Background: an optimization exercise with open tools, aiming at a short achievable clock period and few clock cycles. Do not read the settings as production practice. Function was checked by simulation only, so behaviour that the tests miss may differ from the original. The clock port is modelled as an ideal driver; clocking choices that lean on that would not hold on a real chip. No activity file was given, so power comes from the tool's default toggle rates.

==> design.v <==
module alu_issue_regfile #(
   parameter int NUM_REGS = 32
) (
   input  logic        clk,
   input  logic        rst,
   input  logic [4:0]  rd1_addr,
   output logic [31:0] rd1_data,
   input  logic [4:0]  rd2_addr,
   output logic [31:0] rd2_data,
   input  logic [4:0]  dbg_addr,
   output logic [31:0] dbg_data,
   input  logic        wr_en,
   input  logic [4:0]  wr_addr,
   input  logic [31:0] wr_data
);
   logic [31:0] regs_q [1:31];
   wire  [31:0] regs [32];
   assign regs[0] = 32'h0;
   for (genvar i = 1; i < 32; i++) begin : g_reg
      always_ff @(posedge clk) begin
         if (rst)                            regs_q[i] <= 32'h0;
         else if (wr_en && wr_addr == 5'(i)) regs_q[i] <= wr_data;
      end
      assign regs[i] = regs_q[i];
   end
   function automatic logic [31:0] rd(input logic [4:0] a, input logic [1023:0] f);
      logic [31:0] acc, m;
      acc = 32'h0;
      for (int k = 0; k < 8; k++) begin
         m = f[(4*k + a[1:0])*32 +: 32];
         acc |= {32{a[4:2] == 3'(k)}} & m;
      end
      rd = acc;
   endfunction
   wire [1023:0] flat;
   for (genvar i = 0; i < 32; i++) begin : g_f
      assign flat[i*32 +: 32] = regs[i];
   end
   assign rd1_data = rd(rd1_addr, flat);
   assign rd2_data = rd(rd2_addr, flat);
   assign dbg_data = rd(dbg_addr, flat);
endmodule
module alu_issue
#(
   parameter int NUM_REGS = 32
) (
   input  logic        clk,
   input  logic        rst,
   input  logic        in_valid,
   output logic        in_ready,
   input  logic [31:0] in_instr,
   output logic        alu_ce,
   output logic [2:0]  alu_op,
   output logic [31:0] alu_operand1,
   output logic [31:0] alu_operand2,
   input  logic [31:0] alu_result,
   output logic        retire,
   output logic        illegal,
   input  logic [4:0]  dbg_rd_addr,
   output logic [31:0] dbg_rd_data
);
   localparam logic [2:0] ALU_ADD = 3'd0;
   localparam logic [2:0] ALU_SUB = 3'd1;
   localparam logic [2:0] ALU_AND = 3'd2;
   localparam logic [2:0] ALU_OR  = 3'd3;
   localparam logic [2:0] ALU_XOR = 3'd4;
   localparam logic [2:0] ALU_LSL = 3'd5;
   localparam logic [2:0] ALU_LSR = 3'd6;
   localparam logic [6:0] OPC_OP     = 7'b0110011;
   localparam logic [6:0] OPC_OP_IMM = 7'b0010011;
   localparam logic [2:0] F3_ADD_SUB = 3'b000;
   localparam logic [2:0] F3_SLL     = 3'b001;
   localparam logic [2:0] F3_XOR     = 3'b100;
   localparam logic [2:0] F3_SRL_SRA = 3'b101;
   localparam logic [2:0] F3_OR      = 3'b110;
   localparam logic [2:0] F3_AND     = 3'b111;
   localparam logic [6:0] F7_BASE = 7'b0000000;
   localparam logic [6:0] F7_ALT  = 7'b0100000;
   logic [6:0]  opcode;
   logic [4:0]  rd_f;
   logic [2:0]  funct3;
   logic [4:0]  rs1_f;
   logic [4:0]  rs2_f;
   logic [6:0]  funct7;
   logic [31:0] imm_sext;
   logic        accept;
   logic        dec_legal;
   logic        dec_use_imm;
   logic        dec_shift;
   logic [2:0]  dec_op;
   logic [31:0] rs1_val;
   logic [31:0] rs2_val;
   assign opcode   = in_instr[6:0];
   assign rd_f     = in_instr[11:7];
   assign funct3   = in_instr[14:12];
   assign rs1_f    = in_instr[19:15];
   assign rs2_f    = in_instr[24:20];
   assign funct7   = in_instr[31:25];
   assign imm_sext = {{20{in_instr[31]}}, in_instr[31:20]};
   logic        ex_v;           
   logic [4:0]  ex_rd;
   logic        rs_v;           
   logic [4:0]  rs_rd;
   logic        wb_v;           
   logic [4:0]  wb_rd;
   logic [31:0] wb_data;
   logic        ret_q;
   logic        ill_q;
   logic [31:0] op1_q, op2_q;
   logic        fw1_q;          
   logic        fw2lo_q;        
   logic        fw2hi_q;        
   logic [2:0]  op_q;
   alu_issue_regfile #(.NUM_REGS(NUM_REGS)) u_regfile (
      .clk      (clk),
      .rst      (rst),
      .rd1_addr (rs1_f),
      .rd1_data (rs1_val),
      .rd2_addr (rs2_f),
      .rd2_data (rs2_val),
      .dbg_addr (dbg_rd_addr),
      .dbg_data (dbg_rd_data),
      .wr_en    (wb_v),
      .wr_addr  (wb_rd),
      .wr_data  (wb_data)
   );
   always_comb begin
      dec_legal   = 1'b0;
      dec_op      = ALU_ADD;
      dec_use_imm = 1'b0;
      dec_shift   = 1'b0;
      case (opcode)
         OPC_OP: begin
            case (funct3)
               F3_ADD_SUB: begin
                  if (funct7 == F7_BASE) begin
                     dec_legal = 1'b1;
                  end else if (funct7 == F7_ALT) begin
                     dec_legal = 1'b1;
                     dec_op    = ALU_SUB;
                  end
               end
               F3_XOR: begin
                  dec_legal = (funct7 == F7_BASE);
                  dec_op    = ALU_XOR;
               end
               F3_OR: begin
                  dec_legal = (funct7 == F7_BASE);
                  dec_op    = ALU_OR;
               end
               F3_AND: begin
                  dec_legal = (funct7 == F7_BASE);
                  dec_op    = ALU_AND;
               end
               F3_SLL: begin
                  dec_legal = (funct7 == F7_BASE);
                  dec_op    = ALU_LSL;
                  dec_shift = 1'b1;
               end
               F3_SRL_SRA: begin
                  dec_legal = (funct7 == F7_BASE);
                  dec_op    = ALU_LSR;
                  dec_shift = 1'b1;
               end
               default: ;
            endcase
         end
         OPC_OP_IMM: begin
            dec_use_imm = 1'b1;
            case (funct3)
               F3_ADD_SUB: begin
                  dec_legal = 1'b1;
                  dec_op    = ALU_ADD;
               end
               F3_XOR: begin
                  dec_legal = 1'b1;
                  dec_op    = ALU_XOR;
               end
               F3_OR: begin
                  dec_legal = 1'b1;
                  dec_op    = ALU_OR;
               end
               F3_AND: begin
                  dec_legal = 1'b1;
                  dec_op    = ALU_AND;
               end
               F3_SLL: begin
                  dec_legal = (funct7 == F7_BASE);
                  dec_op    = ALU_LSL;
               end
               F3_SRL_SRA: begin
                  dec_legal = (funct7 == F7_BASE);
                  dec_op    = ALU_LSR;
               end
               default: ;
            endcase
         end
         default: ;
      endcase
   end
   assign in_ready = 1'b1;
   assign accept   = in_valid && !rst;
   logic s1_ex, s1_rs, s1_wb;
   logic s2_ex, s2_rs, s2_wb;
   logic [31:0] a_val, b_val;
   logic [31:0] op1_d, op2_d;
   logic        fw1_d, fw2_d;
   assign s1_ex = ex_v && (ex_rd != 5'd0) && (ex_rd == rs1_f);
   assign s1_rs = rs_v && (rs_rd != 5'd0) && (rs_rd == rs1_f);
   assign s1_wb = wb_v && (wb_rd != 5'd0) && (wb_rd == rs1_f);
   assign s2_ex = ex_v && (ex_rd != 5'd0) && (ex_rd == rs2_f);
   assign s2_rs = rs_v && (rs_rd != 5'd0) && (rs_rd == rs2_f);
   assign s2_wb = wb_v && (wb_rd != 5'd0) && (wb_rd == rs2_f);
   always_comb begin
      if (s1_rs)      a_val = alu_result;
      else if (s1_wb) a_val = wb_data;
      else            a_val = rs1_val;
      if (s2_rs)      b_val = alu_result;
      else if (s2_wb) b_val = wb_data;
      else            b_val = rs2_val;
      fw1_d = s1_ex;
      fw2_d = s2_ex && !dec_use_imm;
      op1_d = fw1_d ? 32'h0 : a_val;
      if (dec_use_imm)    op2_d = imm_sext;
      else if (fw2_d)     op2_d = 32'h0;
      else if (dec_shift) op2_d = {27'b0, b_val[4:0]};
      else                op2_d = b_val;
   end
   always_ff @(posedge clk) begin
      if (rst) begin
         ex_v    <= 1'b0;
         rs_v    <= 1'b0;
         wb_v    <= 1'b0;
         ret_q   <= 1'b0;
         ill_q   <= 1'b0;
      end else begin
         ex_v    <= accept && dec_legal;
         rs_v    <= ex_v;
         wb_v    <= rs_v;
         ret_q   <= wb_v;
         ill_q   <= accept && !dec_legal;
      end
   end
   always_ff @(posedge clk) begin
      ex_rd   <= rd_f;
      rs_rd   <= ex_rd;
      wb_rd   <= rs_rd;
      wb_data <= alu_result;
      op_q    <= dec_op;
      op1_q   <= op1_d;
      op2_q   <= op2_d;
      fw1_q   <= fw1_d;
      fw2lo_q <= fw2_d;
      fw2hi_q <= fw2_d && !dec_shift;
   end
   assign alu_ce       = ex_v;
   assign alu_op       = op_q;
   assign alu_operand1 = op1_q | ({32{fw1_q}} & alu_result);
   assign alu_operand2 = op2_q | {{27{fw2hi_q}} & alu_result[31:5], {5{fw2lo_q}} & alu_result[4:0]};
   assign retire       = ret_q;
   assign illegal      = ill_q;
endmodule
==> run.sh <==
#!/bin/bash
# synth_recipe.tcl (not shown) runs the flow's synth.tcl, then flattens the netlist and writes it again
# the make line also repeats each setting of config.mk as NAME=value (left out here)
make -C /OpenROAD-flow-scripts/flow DESIGN_CONFIG=/design/flow/config.mk WORK_HOME=/design/flow/orfs CLKGATE_MAP_FILE= SYNTH_SCRIPT=/design/flow/synth_recipe.tcl finish
==> config.mk <==
export PLATFORM = sky130hd
export DESIGN_NAME = alu_issue
export DESIGN_NICKNAME = alu_issue
export VERILOG_FILES = /design/flow/design.v
export SDC_FILE = /design/flow/constraint.sdc
export NUM_CORES = 4
export LEC_CHECK = 0
export CAP_MARGIN = 20
export CORE_MARGIN = 2
export CORE_UTILIZATION = 35
export SETUP_SLACK_MARGIN = 1.5
export SLEW_MARGIN = 20
==> constraint.sdc <==
create_clock -name core_clock -period 5.0 [get_ports {clk}]
set_input_delay 1.0000 -clock core_clock [delete_from_list [all_inputs] [get_ports {clk}]]
set_output_delay 1.0000 -clock core_clock [all_outputs]
set_load 0.01 [all_outputs]
==> results of run 1 <==
==> report_power, final <==
group | switching, mW | internal, mW
sequential | 0.0840 | 8.90
clock | 4.20 | 5.83
combinational | 1.27 | 0.693
total | 5.55 | 15.4
==> per-layer routing <==
metal  share of wire (%)  global-route usage (%)  vias to the layer above
li1                    -                       -                    27125
met1                  35                    46.2                    32756
met2                  38                    50.4                     6987
met3                  18                    19.3                     1916
met4                 9.2                    29.6                       30
met5                0.16                    1.77                        -
==> cell type report <==
class | count | area, µm²
multi-input cells | 5644 | 38300
repair buffers | 699 | 7980
diodes | 38 | 95.1
fillers | 17422 | 102000
clock inverters | 62 | 900
inverters | 12 | 45.0
well taps | 2355 | 2950
clock buffers | 159 | 3390
flip-flops and latches | 1114 | 22300
==> stage by stage <==
stage / std cells / cell area, µm²
global placement: 9674 / 68300
floorplan: 7557 / 62900
finish: 10083 / 75900
CTS: 10005 / 74900
global route: 10051 / 75900
detailed placement: 9676 / 68300
==> cells in the final DEF (no fill, tap or decap), drive strengths merged, types with 21 or more instances in the layout <==
master,netlist,final
a22oi,122,122
a21oi,1054,1054
a221oi,34,34
a211oi,45,45
nor3,40,40
nand3,33,33
nor4,50,50
nand2,2091,2091
clkdlybuf4s50,0,127
bufinv,0,21
a21o,64,64
o211ai,31,31
clkbuf,503,162
diode,0,38
o21ai,46,46
a22o,27,27
mux4,257,257
mux2i,866,866
dfxtp,1114,1114
buf,284,561
clkinv,0,31
mux2,43,43
o22ai,415,415
nor2,162,162
nand4,61,61
==> cell families (layout without fill, tap and decap cells) <==
group | after synthesis | in the layout | synth area share (%)
AOI/OAI and AO/OA | 1904 | 1904 | 17.8
xor gates and xnor gates | 30 | 30 | 0.418
buffers and inverters | 799 | 932 | 5.88
DFF | 1114 | 1114 | 35.5
muxes | 1166 | 1166 | 23.8
other | 1 | 39 | 0.00596
and+or+nand+nor | 2543 | 2543 | 16.7
==> worst max path at each step <==
stage / startpoint / end / slack (ns) / cells past startpoint
finish: dbg_rd_addr[0] / dbg_rd_data[19] / 0.88 / 8
global route: dbg_rd_addr[0] / dbg_rd_data[19] / 0.97 / 12
CTS: dbg_rd_addr[1] / dbg_rd_data[16] / 0.97 / 8
detailed placement: dbg_rd_addr[4] / dbg_rd_data[28] / -0.01 / 9
global placement: dbg_rd_addr[4] / dbg_rd_data[28] / -0.02 / 9
floorplan: dbg_rd_addr[0] / dbg_rd_data[25] / 1.52 / 6
==> flip-flops by register name, summed over array words and instances (netlist names) <==
| signal | count |
|---|---|
| ex_rd | 5 |
| ex_v | 1 |
| fw1_q | 1 |
| fw2hi_q | 1 |
| fw2lo_q | 1 |
| ill_q | 1 |
| op1_q | 32 |
| op2_q | 32 |
| op_q | 3 |
| ret_q | 1 |
| rs_rd | 5 |
| rs_v | 1 |
| u_regfile.regs_q | 992 |
| wb_data | 32 |
| wb_rd | 5 |
| wb_v | 1 |
==> what timing repair did <==
action / CTS / global route
buffers inserted: 89 / 36
endpoints found under the setup margin: 83 / 228
pin swaps: 50 / 59
gates cloned: 19 / 3
hold buffers: 0 / 0
resized for setup: 314 / 122
==> run_results.csv, run 1 <==
group,metric,value,unit
outcome,outcome,"timing/DRC/antenna clean",
synthesis,ys_top_cells_by_area,"dfxtp_1 35%, mux2i_1 14%, nand2_1 12%",
sta,hold_violations,0,
detailed_routing,wirelength,369,mm
global_route,grt_max_degree,162,
sta,min_period,4.12,ns
sta,slew_viol_final,0,
sta,worst_slack,0.876,ns
sta,skew,0.0427,ns
worst_setup_path,worstPathRequired,4.00,ns
worst_setup_path,path_max_fanout,5,
hold_path,worstHoldEndpoint,"wb_rd[2]$_DFF_P_",
detailed_routing,drc_errors,0,
synthesis,synthesis.nets,7629,
floorplanning,start_util,35.3,%
floorplanning,die-height,428,µm
cells_and_area,syn2layout_area_growth,20.7,%
synthesis,ys_async_sr_fraction,0,%
sta,rsz0062_at_grt,"true",
synthesis,synth_cell_type_count,83,
worst_setup_path,crit_type,"in -> out",
cts,htree_levels,3,
synthesis,ys_seq_area_share,35.5,%
worst_setup_path,cp_top_family,"buffers and inverters",
floorplanning,coreArea,178000,µm²
worst_setup_path,path_buf_inv,5,
global_route,grt_pass1_wl,497,mm
power,power,21.0,mW
placed_design,dp_hpwl,219,mm
cells_and_area,drive_gt1_share,17.3,%
cts,cts_buffer_depth,3,
detailed_routing,first_pass_iters,10,
sta,max_freq,243,MHz
sta,timing.hold.ws,0.411,ns
floorplanning,dieArea,183000,µm²
synthesis,ys_top_cells_by_count,"2,089 x nand2_1, 1,114 x dfxtp_1, 1,054 x a21oi_1",
sta,relSlewSlack,13.1,%
cells_and_area,nets,7662,
detailed_routing,wl_per_cell,36.6,µm
cts,clk_latency,0.80,ns
worst_setup_path,cp.arrival,3.12,ns
cts,clk_pin_slew,0.07,ns
placed_design,routabilityCongestion,1.03,
synthesis,syn_inst,7557,
synthesis,synth-main-ff-cell,"dfxtp_1",
worst_setup_path,rr_worst_depth,6,
floorplanning,ios,175,
floorplanning,rows,155,
synthesis,synth_top_area_share,35.5,%
synthesis,ys_ff_latch,1114,
hold_path,hp-start,"rs_rd[2]$_DFF_P_",
power,p_leak,26.5,nW
synthesis,synth_area_leader_cell,"dfxtp_1",
cts,ctsRootBufferMaster,"clkbuf_16",
worst_setup_path,endpoint_kind,"output pin",
cts,cts.sinks,1114,
cts,cts_tree,"done",
worst_setup_path,startpoint_type,"input port",
synthesis,yosysMostFrequentCell,"nand2_1",
synthesis,syn-cell-area,62900,µm²
global_route,grt_pass1_vias,61459,
placed_design,port_buffers,173,
worst_setup_path,r2r-start,"wb_v$_SDFF_PP0_",
sta,finalSetupViolCount,0,
sta,setup_tns,0,ns
power,vdd_drop_max,0.000326,V
synthesis,synth.avg_cell_area,8.32,µm²
power,power_density,276,nW/µm²
worst_setup_path,cp_cell_sequence,"buf_16, buf_16, buf_12, buf_8, mux4_2, a22oi_2, nand4_1, buf_4",
placed_design,dp_slack,-0.00956,ns
worst_setup_path,rrSetupSlack,1.49,ns
hold_path,hold_depth,0,
detailed_routing,via_per_inst,6.82,
worst_setup_path,r2r_end,"u_regfile.regs_q[12][17]$_SDFFE_PP0P_",
run,drv_cap,0,
sta,worstMarginPinSlew,1.30,ns
synthesis,yosysWarnings,3,
worst_setup_path,critPathMaxStageDelay,0.51,ns
detailed_routing,dr.first_iter.drc_count,14354,
cells_and_area,final_core_utilization,42.6,%
cts,numCtsBuffers,119,
global_route,gr-total-overflow,0,
floorplanning,die_w,428,µm
global_route,antenna_found_initial,36,
hold_path,min_path_type,"reg -> reg",
sta,fin_crit_sh,82.5,%
worst_setup_path,crit_path_top_delay_cell,"mux4_2",
global_route,track_usage,38.2,%
detailed_routing,vias,68814,
detailed_routing,ant_nets,0,
synthesis,synth_edf_count,0,
worst_setup_path,cp_common_cell,"buf_16",
Testbench counts, summed over its fixed seeds: cycles 24,032.
==> run 2: changes to the inputs <==
--- a/config.mk
+++ b/config.mk
@@ -7,6 +7,6 @@
 export LEC_CHECK = 0
 export CAP_MARGIN = 20
 export CORE_MARGIN = 2
-export CORE_UTILIZATION = 35
+export CORE_UTILIZATION = 40
 export SETUP_SLACK_MARGIN = 1.5
 export SLEW_MARGIN = 20
==> run 2 against run 1 <==
Clock power hardly changed. Sequential cell count stayed put. Setup slack better by 0.32 ns. Clock skew is 0.015 ns lower. Power is 0.77% higher. Sequential share of layout area is 0.16 points higher. First-iteration DRC count is 3.6% lower. Area after synthesis stayed put. Synthesized cell count stayed put. Highest routed layer unchanged.
==> run_results.csv, run 2 <==
group,metric,value,unit
outcome,outcome,"timing/DRC/antenna clean",
cells_and_area,drive_gt1_share,17.4,%
worst_setup_path,r2r_end,"u_regfile.regs_q[22][21]$_SDFFE_PP0P_",
detailed_routing,ant_nets,0,
floorplanning,die-height,401,µm
synthesis,synth_top_family_by_area,"multiplexers",
sta,hold_violations,0,
detailed_routing,vias,68452,
placed_design,placed_cells,9356,
worst_setup_path,cp_cell_sequence,"buf_12, buf_12, nor3b_4, buf_6, buf_4, buf_12, a22oi_1, nand4_1, buf_2",
synthesis,synth_compound_area_share,17.8,%
cells_and_area,fill_cells,14699,
detailed_routing,via_per_inst,7.01,
synthesis,ys_top_cells_by_area,"dfxtp_1 35%, mux2i_1 14%, nand2_1 12%",
detailed_routing,drc_errors,0,
cts,clk_latency,0.79,ns
synthesis,yosys.area_share.adder,0,%
sta,rsz0062_at_grt,"true",
cts,hold_buffers,0,
cts,cts.sinks,1114,
synthesis,ys_async_sr_fraction,0,%
worst_setup_path,cp_common_cell,"buf_12",
synthesis,synth.area.mux_share,23.8,%
worst_setup_path,crit_type,"in -> out",
hold_path,worstHoldEndpoint,"wb_rd[2]$_DFF_P_",
synthesis,ys_seq_area_share,35.5,%
synthesis,syn_inst,7557,
cts,htree_levels,3,
synthesis,ys_top_cells_by_count,"2,089 x nand2_1, 1,114 x dfxtp_1, 1,054 x a21oi_1",
worst_setup_path,r2r-start,"wb_rd[1]$_DFF_P_",
synthesis,synth_cell_type_count,83,
floorplanning,dieArea,160000,µm²
floorplanning,coreArea,156000,µm²
placed_design,placed_cell_area,67500,µm²
floorplanning,ios,175,
synthesis,synth_top_area_share,35.5,%
global_route,grt_max_degree,152,
sta,relSlewSlack,14.3,%
sta,setup_tns,0,ns
worst_setup_path,rrSetupSlack,1.52,ns
worst_setup_path,cp.arrival,2.80,ns
synthesis,synth_edf_count,0,
placed_design,dp_slack,0.0578,ns
power,pwr-share-seq,42.5,%
cts,cts_tree,"done",
global_route,grt_pass1_vias,60915,
worst_setup_path,startpoint_type,"input port",
power,p_comb_share,9.5,%
floorplanning,die_w,401,µm
worst_setup_path,rr_worst_depth,6,
synthesis,synth_xor_area_share,0.418,%
detailed_routing,wirelength,374,mm
synthesis,yosysWarnings,3,
power,p_leak,26.4,nW
hold_path,hold_depth,0,
cells_and_area,final_cell_mix,"2,064 x nand2_1, 1,100 x dfxtp_1, 1,043 x a21oi_1",
detailed_routing,first_pass_iters,10,
cts,ctsRootBufferMaster,"clkbuf_16",
worst_setup_path,worstPathRequired,4.00,ns
cells_and_area,design_area,75500,µm²
power,power_density,280,nW/µm²
synthesis,ys_ff_latch,1114,
worst_setup_path,crit_path_top_delay_cell,"nand4_1",
cts,numCtsBuffers,119,
placed_design,dp_hpwl,225,mm
cells_and_area,final_cells,9769,
detailed_routing,dr.first_iter.drc_count,13836,
global_route,gr-total-overflow,0,
synthesis,synth.avg_cell_area,8.32,µm²
sta,min_period,3.80,ns
floorplanning,rows,145,
sta,worstMarginPinSlew,1.28,ns
placed_design,port_buffers,173,
hold_path,hp-start,"rs_rd[2]$_DFF_P_",
power,p_switching,5.67,mW
sta,worst_slack,1.20,ns
cells_and_area,largest_reg_flops,992,
hold_path,min_path_type,"reg -> reg",
placed_design,routabilityCongestion,1.04,
global_route,antenna_found_initial,28,
synthesis,synth-main-ff-cell,"dfxtp_1",
cts,clk_pin_slew,0.06,ns
sta,fin_crit_sh,76.0,%
cells_and_area,layout_commonest_cell,"nand2_1",
run,drv_cap,0,
worst_setup_path,critPathMaxStageDelay,0.39,ns
synthesis,yosysMostFrequentCell,"nand2_1",
cells_and_area,largest_register,"u_regfile.regs_q",
power,p_int,15.5,mW
synthesis,synthesis.nets,7629,
cells_and_area,syn2layout_area_growth,20.1,%
floorplanning,start_util,40.3,%
sta,skew,0.0275,ns
sta,finalSetupViolCount,0,
global_route,grt_pass1_wl,503,mm
worst_setup_path,endpoint_kind,"output pin",
worst_setup_path,crit_path_start,"dbg_rd_addr[2]",
global_route,track_usage,44.4,%
sta,max_freq,263,MHz
power,vdd_drop_max,0.000303,V
synthesis,synth_simple_gate_area_share,16.7,%
cts,cts_buffer_depth,3,
synthesis,syn-cell-area,62900,µm²
power,netSwitchingFraction,26.8,%
detailed_routing,wl_per_cell,38.3,µm
synthesis,synth_area_leader_cell,"dfxtp_1",
sta,slew_viol_final,0,
worst_setup_path,path_max_fanout,17,
cells_and_area,nets,7647,
sta,timing.hold.ws,0.412,ns
power,clkPwrFrac,48.0,%
==> run 2: changes by cell type in the layout (fill, tap and decap cells not counted), moves of 6 or more <==
cell and change:
nand2_4 -8, buf_4 -7, a21oi_1 -6, buf_12 -27, a21oi_2 +6, clkinv_2 -7, mux2i_4 -6, buf_16 +25
nand2_2 +8
==> run 2: per-stage QoR <==
stage	utilization, %	total power, mW
global placement	43.2	10.7
finish	48.4	21.1
detailed placement	43.2	10.7
floorplan	-	10.1
global route	48.3	21.4
CTS	47.9	20.9
==> run 2: worst max-delay path, delay by kind of cell <==
family | cells | cell delay, ns
simple gates | 2 | 0.55
buf+inv | 6 | 0.97
compound gates | 1 | 0.24
==> run 2: worst max path at each step <==
stage	end	slack, ns	cells after the start
6_report	dbg_rd_data[31]	1.20	9
5_1_grt	dbg_rd_data[15]	1.22	7
4_1_cts	dbg_rd_data[30]	1.25	11
3_5_place_dp	dbg_rd_data[30]	0.06	11
3_3_place_gp	dbg_rd_data[30]	0.08	12
2_1_floorplan	dbg_rd_data[25]	1.52	6
==> run 2: cell families after synthesis <==
logic type	Yosys count
AND/OR/NAND/NOR	2543
buffers and inverters	799
AO/OA/AOI/OAI	1904
multiplexers	1166
XOR/XNOR	30
flip-flops	1114
other	1
==> run 2: layer usage <==
layer	vias to the layer above	GRT usage, %	share of wire, %
li1	27078	-	-
met1	32680	54.8	35
met2	6848	58.7	38
met4	40	31.3	8.4
met5	-	2.35	0.25
met3	1806	22.5	18
==> run 2: power groups by stage <==
| stage | Clock, mW | Sequential [mW] | Combinational (mW) |
|---|---|---|---|
| 2_1_floorplan | 0 | 9.11 | 0.948 |
| 3_3_place_gp | 0 | 9.18 | 1.57 |
| 3_5_place_dp | 0 | 9.18 | 1.57 |
| 4_1_cts | 10.1 | 8.98 | 1.85 |
| 5_1_grt | 10.4 | 8.98 | 1.97 |
| 6_report | 10.1 | 8.98 | 2.01 |
==> run 2: layout make-up <==
type                            instances  area, µm²  share of cell area [%]
Multi-Input combinational cell       5644      38200                    50.6
Sequential cell                      1114      22300                    29.6
Timing Repair Buffer                  684       7920                    10.5
Clock buffer                          161       3440                    4.55
Tap cell                             2058       2570                    3.41
Clock inverter                         63        935                    1.24
Antenna cell                           33       82.6                   0.109
Inverter                               12       45.0                  0.0596
==> run 2: repair_timing <==
action | CTS | global route
pin swaps | 68 | 40
gates cloned | 42 | 2
buffers inserted | 85 | 26
gates resized for setup | 429 | 68
endpoints found under the setup margin | 92 | 137
==> run 3: changes to the inputs <==
--- a/config.mk
+++ b/config.mk
@@ -7,6 +7,6 @@
 export LEC_CHECK = 0
 export CAP_MARGIN = 20
 export CORE_MARGIN = 2
-export CORE_UTILIZATION = 40
+export CORE_UTILIZATION = 45
 export SETUP_SLACK_MARGIN = 1.5
 export SLEW_MARGIN = 20
==> run 3 against run 2 <==
Utilization increased by 6.4 points. Worst hold slack improved by 0.0015 ns. Clock-buffer cell count is 25 higher. Cell count is 0.91% lower. Sequential power about the same. Design area is 0.81% higher. Setup slack worse by 0.079 ns. Clock skew fell by 0.0036 ns. Area after synthesis is the same. Highest routed layer unchanged. Global-route usage rose by 6.7 points. Power grew 0.50%.
==> run_results.csv, run 3 <==
group,metric,value,unit
power,p_comb_share,9.6,%
sta,fin_crit_sh,77.6,%
floorplanning,die-height,378,µm
sta,timing.hold.ws,0.413,ns
cells_and_area,final_cell_mix,"2,064 x nand2_1, 1,100 x dfxtp_1, 1,046 x a21oi_1",
cts,ctsRootBufferMaster,"clkbuf_16",
worst_setup_path,cp_common_cell,"buf_4",
sta,worstMarginPinSlew,1.31,ns
worst_setup_path,cp_cell_sequence,"buf_2, nand4b_2, buf_4, buf_4, o22ai_1, nor4_1, buf_4, a311oi_1",
global_route,gr-total-overflow,0,
worst_setup_path,path_max_fanout,19,
cts,clk_pin_slew,0.07,ns
detailed_routing,wirelength,379,mm
sta,setup_tns,0,ns
synthesis,synth_area_leader_cell,"dfxtp_1",
worst_setup_path,cp_top_family,"buffers and inverters",
placed_design,port_buffers,173,
detailed_routing,vias,68968,
outcome,outcome,"timing/DRC/antenna clean",
worst_setup_path,crit_type,"in -> reg",
synthesis,synth_top_area_share,35.5,%
synthesis,synth_edf_count,0,
global_route,grt_pass1_vias,60627,
cts,numCtsBuffers,131,
power,power_density,279,nW/µm²
detailed_routing,drc_errors,0,
sta,rsz0062_at_grt,"true",
detailed_routing,first_pass_iters,10,
floorplanning,rows,137,
synthesis,yosysMostFrequentCell,"nand2_1",
cts,clk_latency,0.82,ns
cts,cts_tree,"done",
detailed_routing,wl_per_cell,39.1,µm
run,drv_cap,0,
synthesis,ys_top_cells_by_area,"dfxtp_1 35%, mux2i_1 14%, nand2_1 12%",
power,vdd_drop_max,0.000277,V
synthesis,ys_async_sr_fraction,0,%
cells_and_area,largest_reg_flops,992,
power,clkPwrFrac,48.1,%
cells_and_area,largest_register,"u_regfile.regs_q",
worst_setup_path,endpoint_kind,"flop",
synthesis,ys_ff_latch,1114,
floorplanning,coreArea,139000,µm²
synthesis,syn_inst,7557,
cells_and_area,layout_commonest_cell,"nand2_1",
synthesis,synthesis.nets,7629,
synthesis,ys_seq_area_share,35.5,%
floorplanning,start_util,45.2,%
global_route,grt_pass1_wl,505,mm
detailed_routing,dr.first_iter.drc_count,13536,
placed_design,routabilityCongestion,1.08,
cells_and_area,nets,7743,
sta,max_freq,258,MHz
power,p_int,15.6,mW
placed_design,dp_hpwl,233,mm
worst_setup_path,crit_path_top_delay_cell,"nand4b_2",
sta,skew,0.0239,ns
worst_setup_path,path_buf_inv,4,
worst_setup_path,rrSetupSlack,1.54,ns
worst_setup_path,startpoint_type,"input port",
sta,relSlewSlack,12.2,%
sta,finalSetupViolCount,0,
hold_path,min_path_type,"reg -> reg",
detailed_routing,via_per_inst,7.12,
sta,min_period,3.88,ns
synthesis,synth-main-ff-cell,"dfxtp_1",
worst_setup_path,cp.arrival,4.52,ns
cts,cts_buffer_depth,3,
sta,hold_violations,0,
global_route,track_usage,51.1,%
floorplanning,die_w,378,µm
cells_and_area,drive_gt1_share,18.3,%
power,pwr-share-seq,42.3,%
power,p_switching,5.63,mW
cells_and_area,final_core_utilization,54.7,%
global_route,grt_max_degree,115,
global_route,antenna_found_initial,39,
cts,hold_buffers,0,
cts,htree_levels,4,
floorplanning,dieArea,143000,µm²
cts,cts.sinks,1114,
cells_and_area,syn2layout_area_growth,21.0,%
worst_setup_path,critPathMaxStageDelay,1.17,ns
floorplanning,ios,175,
synthesis,syn-cell-area,62900,µm²
worst_setup_path,worstPathRequired,5.64,ns
synthesis,yosysWarnings,3,
power,netSwitchingFraction,26.5,%
synthesis,synth_cell_type_count,83,
synthesis,synth.avg_cell_area,8.32,µm²
power,p_leak,26.9,nW
detailed_routing,ant_nets,0,
sta,slew_viol_final,0,
synthesis,ys_top_cells_by_count,"2,089 x nand2_1, 1,114 x dfxtp_1, 1,054 x a21oi_1",
run 3: area by class of cell:
class	instances	area, µm²
diodes	35	87.6
flip-flops and latches	1114	22300
clock inverters	45	539
fillers	12726	63100
inverters	12	45.0
multi-input cells	5644	38300
well taps	1876	2350
repair buffers	768	8640
clock buffers	186	3890
run 3: worst reg2reg max path, stage by stage, from the launching register on:
cell and delay, ns:
dfxtp_1 0.54, nor2b_1 0.52, nand3_1 0.43, nor2_4 0.99, buf_4 0.56, nand2_1 0.14
a21oi_1 0.19
run 3: stage by stage:
stage          setup slack [ns]  power (mW)  cells  area [µm²]
2_1_floorplan              1.52        10.1   7557       62900
3_3_place_gp              0.143        10.8   9250       67900
3_5_place_dp              0.105        10.8   9253       68000
4_1_cts                    1.23        21.0   9589       74900
5_1_grt                    1.17        21.5   9653       76100
6_report                   1.12        21.2   9680       76100
run 3: power groups by stage:
stage | clock network (mW) | logic (mW) | registers (mW)
2_1_floorplan | 0 | 0.948 | 9.11
3_3_place_gp | 0 | 1.60 | 9.16
3_5_place_dp | 0 | 1.61 | 9.16
4_1_cts | 10.1 | 1.85 | 8.97
5_1_grt | 10.5 | 1.99 | 8.97
6_report | 10.2 | 2.04 | 8.97
run 3: layer usage:
metal  share of wire, %  up-vias  global-route usage [%]
met2                 37     6834                    66.1
met3                 18     1942                    27.6
li1                   -    27303                       -
met5               0.28        -                    4.97
met4                9.2       34                    37.8
met1                 35    32855                    62.4
run 3: cell families after synthesis:
group / share of synthesized area (%)
compound gates: 17.8
buf+inv: 5.88
xor+xnor: 0.418
simple gates: 16.7
mux: 23.8
other cells: 0.00596
flops: 35.5
run 3: what timing repair did:
action,CTS,global route
endpoints found under the setup margin,92,248
pin swaps,68,66
cloned,30,1
setup buffers,75,55
gates resized for setup,391,124
run 3: worst paths after layout:
path / start / to / cells after the start
hold / removal: rs_rd[2]$_DFF_P_ / wb_rd[2]$_DFF_P_ / 0
setup / recovery: in_instr[19] / op1_q[2]$_SDFF_PP0_ / 8
hold reg to reg: rs_rd[2]$_DFF_P_ / wb_rd[2]$_DFF_P_ / 0
setup reg to reg: wb_v$_SDFF_PP0_ / u_regfile.regs_q[13][5]$_SDFFE_PP0P_ / 6
==> run 4: changes to the inputs <==
==> flow/run.sh (new file) <==
#!/bin/bash
# Standard layout, plus an extra sizing pass on the debug-read outputs after CTS
# (flow/post_cts.tcl). Make's output goes to standard.log; each ORFS step keeps its own
# log under orfs/logs/.
set -euo pipefail
here=$(pwd)
bash standard.sh POST_CTS_TCL="$here/flow/post_cts.tcl" finish > "$here/standard.log" 2>&1
==> flow/post_cts.tcl (new file) <==
# Runs at the end of ORFS's CTS step (POST_CTS_TCL), with the design and its placement
# parasitics loaded. The 32 debug-read outputs are near-critical at once, so repair_timing,
# which works on the worst path, leaves their last gates at minimum size. Upsize each
# output's port buffer and the gate that drives it, then repair and legalize again.

proc post_cts_driver_of {pin} {
  set net [get_nets -of_objects $pin]
  foreach p [get_pins -of_objects $net -filter "direction==output"] {
    return [get_cells -of_objects $p]
  }
  return ""
}

proc post_cts_upsize {inst target} {
  set cur [get_property $inst ref_name]
  if {[regexp {^(sky130_fd_sc_hd__[a-z0-9]+)_([0-9]+)$} $cur -> base sz]} {
    set want ${base}_$target
    if {$want ne $cur && [llength [get_lib_cells -quiet */$want]] > 0} {
      replace_cell $inst $want
      return 1
    }
  }
  return 0
}

set n 0
foreach port [get_ports dbg_rd_data*] {
  set net [get_nets [get_name $port]]
  set ob [get_cells -of_objects [get_pins -of_objects $net -filter "direction==output"]]
  incr n [post_cts_upsize $ob 8]
  set t [post_cts_driver_of [get_pins -of_objects $ob -filter "direction==input"]]
  if {$t ne ""} { incr n [post_cts_upsize $t 4] }
}
puts "post_cts: upsized $n cells on the debug-read outputs"

estimate_parasitics -placement
report_worst_slack
repair_timing_helper
detailed_placement
check_placement -verbose
estimate_parasitics -placement
report_worst_slack
==> standard.sh (new file) <==
#!/bin/bash
# synth_recipe.tcl (not shown) runs the flow's synth.tcl, then flattens the netlist and writes it again
# the make line also repeats each setting of config.mk as NAME=value (left out here)
make -C /OpenROAD-flow-scripts/flow DESIGN_CONFIG=/design/flow/config.mk WORK_HOME=/design/flow/orfs CLKGATE_MAP_FILE= SYNTH_SCRIPT=/design/flow/synth_recipe.tcl "${@:-finish}"
--- a/config.mk
+++ b/config.mk
@@ -7,6 +7,6 @@
 export LEC_CHECK = 0
 export CAP_MARGIN = 20
 export CORE_MARGIN = 2
-export CORE_UTILIZATION = 45
+export CORE_UTILIZATION = 40
 export SETUP_SLACK_MARGIN = 1.5
 export SLEW_MARGIN = 20
removed: run.sh
==> run 4 against run 3 <==
Still clean. Cell count is 1.2% higher. Clock power about the same. Non-clock buffer count down 44. Wire length is 0.78% lower. Design area is 1.1% higher. Critical path depth up 2. Die area is 12% higher. Via count decreased by 0.36%.
==> run_results.csv, run 4 <==
group,metric,value,unit
outcome,outcome,"timing/DRC/antenna clean",
worst_setup_path,crit_type,"in -> reg",
synthesis,synth_simple_gate_area_share,16.7,%
cells_and_area,largest_reg_flops,992,
worst_setup_path,r2r-start,"wb_rd[0]$_DFF_P_",
worst_setup_path,rrSetupSlack,1.51,ns
floorplanning,rows,145,
cells_and_area,drive_gt1_share,18.6,%
worst_setup_path,path_max_fanout,26,
worst_setup_path,critPathMaxStageDelay,0.71,ns
synthesis,yosysWarnings,3,
placed_design,routabilityCongestion,1.04,
sta,hold_violations,0,
synthesis,synth_compound_area_share,17.8,%
synthesis,synth_top_area_share,35.5,%
synthesis,synth.avg_cell_area,8.32,µm²
cells_and_area,syn2layout_area_growth,22.4,%
cts,clk_pin_slew,0.06,ns
synthesis,ys_ff_latch,1114,
hold_path,hp-start,"rs_rd[2]$_DFF_P_",
sta,max_freq,261,MHz
floorplanning,dieArea,160000,µm²
power,p_leak,26.9,nW
sta,fin_crit_sh,76.5,%
synthesis,ys_top_cells_by_count,"2,089 x nand2_1, 1,114 x dfxtp_1, 1,054 x a21oi_1",
floorplanning,die-height,401,µm
synthesis,yosysMostFrequentCell,"nand2_1",
cells_and_area,layout_commonest_cell,"nand2_1",
detailed_routing,dr.first_iter.drc_count,14011,
detailed_routing,first_pass_iters,7,
worst_setup_path,crit_path_start,"in_instr[19]",
placed_design,dp_hpwl,225,mm
cells_and_area,largest_register,"u_regfile.regs_q",
synthesis,synth_cell_type_count,83,
global_route,gr-total-overflow,0,
sta,slew_viol_final,0,
floorplanning,coreArea,156000,µm²
floorplanning,start_util,40.3,%
sta,finalSetupViolCount,0,
detailed_routing,via_per_inst,7.01,
worst_setup_path,worstPathRequired,5.68,ns
worst_setup_path,cp.arrival,4.51,ns
global_route,track_usage,44.6,%
synthesis,synth_area_leader_cell,"dfxtp_1",
synthesis,ys_seq_area_share,35.5,%
cts,clk_latency,0.80,ns
detailed_routing,drc_errors,0,
floorplanning,ios,175,
hold_path,min_path_type,"reg -> reg",
synthesis,synth_top_family_by_area,"multiplexers",
cts,cts_tree,"done",
sta,skew,0.0277,ns
global_route,grt_pass1_vias,61244,
worst_setup_path,endpoint_kind,"flop",
synthesis,synth_edf_count,0,
cells_and_area,fill_cells,14557,
synthesis,syn-cell-area,62900,µm²
worst_setup_path,crit_path_top_delay_cell,"nor4_1",
floorplanning,die_w,401,µm
synthesis,yosys.area_share.adder,0,%
cells_and_area,final_cell_mix,"2,062 x nand2_1, 1,100 x dfxtp_1, 1,037 x a21oi_1",
sta,rsz0062_at_grt,"true",
worst_setup_path,cp_cell_sequence,"buf_2, buf_4, or3_1, buf_4, buf_4, o22ai_1, nor4_1, o2111a_1, buf_4, o21ai_1",
power,power_density,275,nW/µm²
placed_design,port_buffers,173,
synthesis,ys_async_sr_fraction,0,%
detailed_routing,ant_nets,0,
synthesis,synth-main-ff-cell,"dfxtp_1",
run,drv_cap,0,
global_route,grt_max_degree,152,
sta,min_period,3.83,ns
worst_setup_path,cp_common_cell,"buf_4",
cells_and_area,nets,7687,
global_route,grt_pass1_wl,506,mm
worst_setup_path,startpoint_type,"input port",
synthesis,synthesis.nets,7629,
sta,relSlewSlack,16.6,%
sta,setup_tns,0,ns
power,vdd_drop_max,0.000302,V
synthesis,synth.area.mux_share,23.8,%
placed_design,placed_cells,9356,
synthesis,syn_inst,7557,
synthesis,ys_top_cells_by_area,"dfxtp_1 35%, mux2i_1 14%, nand2_1 12%",
detailed_routing,vias,68722,
synthesis,synth_xor_area_share,0.418,%
detailed_routing,wirelength,376,mm
cts,cts.sinks,1114,
global_route,antenna_found_initial,33,
sta,worstMarginPinSlew,1.25,ns
detailed_routing,wl_per_cell,38.3,µm
sta,timing.hold.ws,0.413,ns
cells_and_area,final_cells,9800,
## run 4: area by class of cell
| cell class | instances | area (µm²) | area share [%] |
|---|---|---|---|
| diodes | 24 | 60.1 | 0.0780 |
| clock buffers | 161 | 3440 | 4.47 |
| clock inverters | 63 | 935 | 1.21 |
| inverters | 12 | 45.0 | 0.0585 |
| multi-input cells | 5644 | 38800 | 50.5 |
| flip-flops and latches | 1114 | 22300 | 29.0 |
| well taps | 2058 | 2570 | 3.34 |
| repair buffers | 724 | 8770 | 11.4 |
## run 4: through the flow
step | cell area (µm²) | power (mW) | setup WS, ns | util [%]
after floorplan | 62900 | 10.1 | 1.52 | -
after global placement | 67500 | 10.7 | 0.0792 | 43.2
after detailed placement | 67500 | 10.7 | 0.0578 | 43.2
after global routing | 76900 | 21.4 | 1.24 | 49.3
final | 77000 | 21.2 | 1.17 | 49.3
## run 4: cells by family after synthesis
logic type / Yosys count
and+or+nand+nor: 2543
muxes: 1166
DFF: 1114
buffers and inverters: 799
other: 1
AOI/OAI and AO/OA: 1904
xor gates and xnor gates: 30
## run 4: worst paths after layout
| path | endpoint | cells past startpoint |
|---|---|---|
| setup / recovery | op1_q[25]$_SDFF_PP0_ | 10 |
| setup reg to reg | op1_q[13]$_SDFF_PP0_ | 7 |
| hold reg to reg | wb_rd[2]$_DFF_P_ | 0 |
| hold / removal | wb_rd[2]$_DFF_P_ | 0 |
## run 4: critical path, delay by kind of cell
kind | cells | cell delay [ns]
buf+inv | 5 | 1.99
compound gates | 3 | 0.53
simple gates | 2 | 0.94
## run 4: routing by layer
metal  routed length (µm)  global-route usage [%]
met5                  468                    1.01
met4                32200                    32.3
met3                66700                    22.9
met2               143000                    58.4
met1               133000                    55.3
## run 4: report_power, final
group / leakage, nW / total, mW / internal, mW / switching (mW)
clock: 2.13 / 10.1 / 5.87 / 4.28
sequential: 8.99 / 8.98 / 8.90 / 0.0861
combinational: 15.8 / 2.08 / 0.744 / 1.34

separate check: timing with driven ports:
The flow's constraints put no driver on any port. The routed layouts listed below were extracted and timed again, unchanged, in two steps. Step 1 sets driving cells, clkbuf_16 on the clock port and buf_2 on the other inputs (assumed; they add their load-dependent delay and slew). Step 2 also shifts input and output timing later by t, the mid clock arrival at the registers, as if the neighbouring blocks saw the same clock. a / b / c = ideal ports / drivers / drivers and shift; a / b = the first two.
run | t (ns) | setup slack, ns | worst register clock-pin slew, ns | cell pins on the clock port's net
run 1 | 0.869 | 0.876 / 0.791 / 0.606 | 0.07 / 0.07 | 1
run 2 | 0.861 | 1.200 / 0.748 / 0.545 | 0.07 / 0.07 | 1
run 3 | 0.903 | 1.121 / 0.684 / 0.286 | 0.07 / 0.07 | 1
run 4 | 0.875 | 1.173 / 0.831 / 0.353 | 0.07 / 0.07 | 1
After both steps setup and hold are still met in every run listed. For run 3, which loses most, drivers alone change the setup slack by -0.437 ns; drivers and shift together by -0.835 ns.
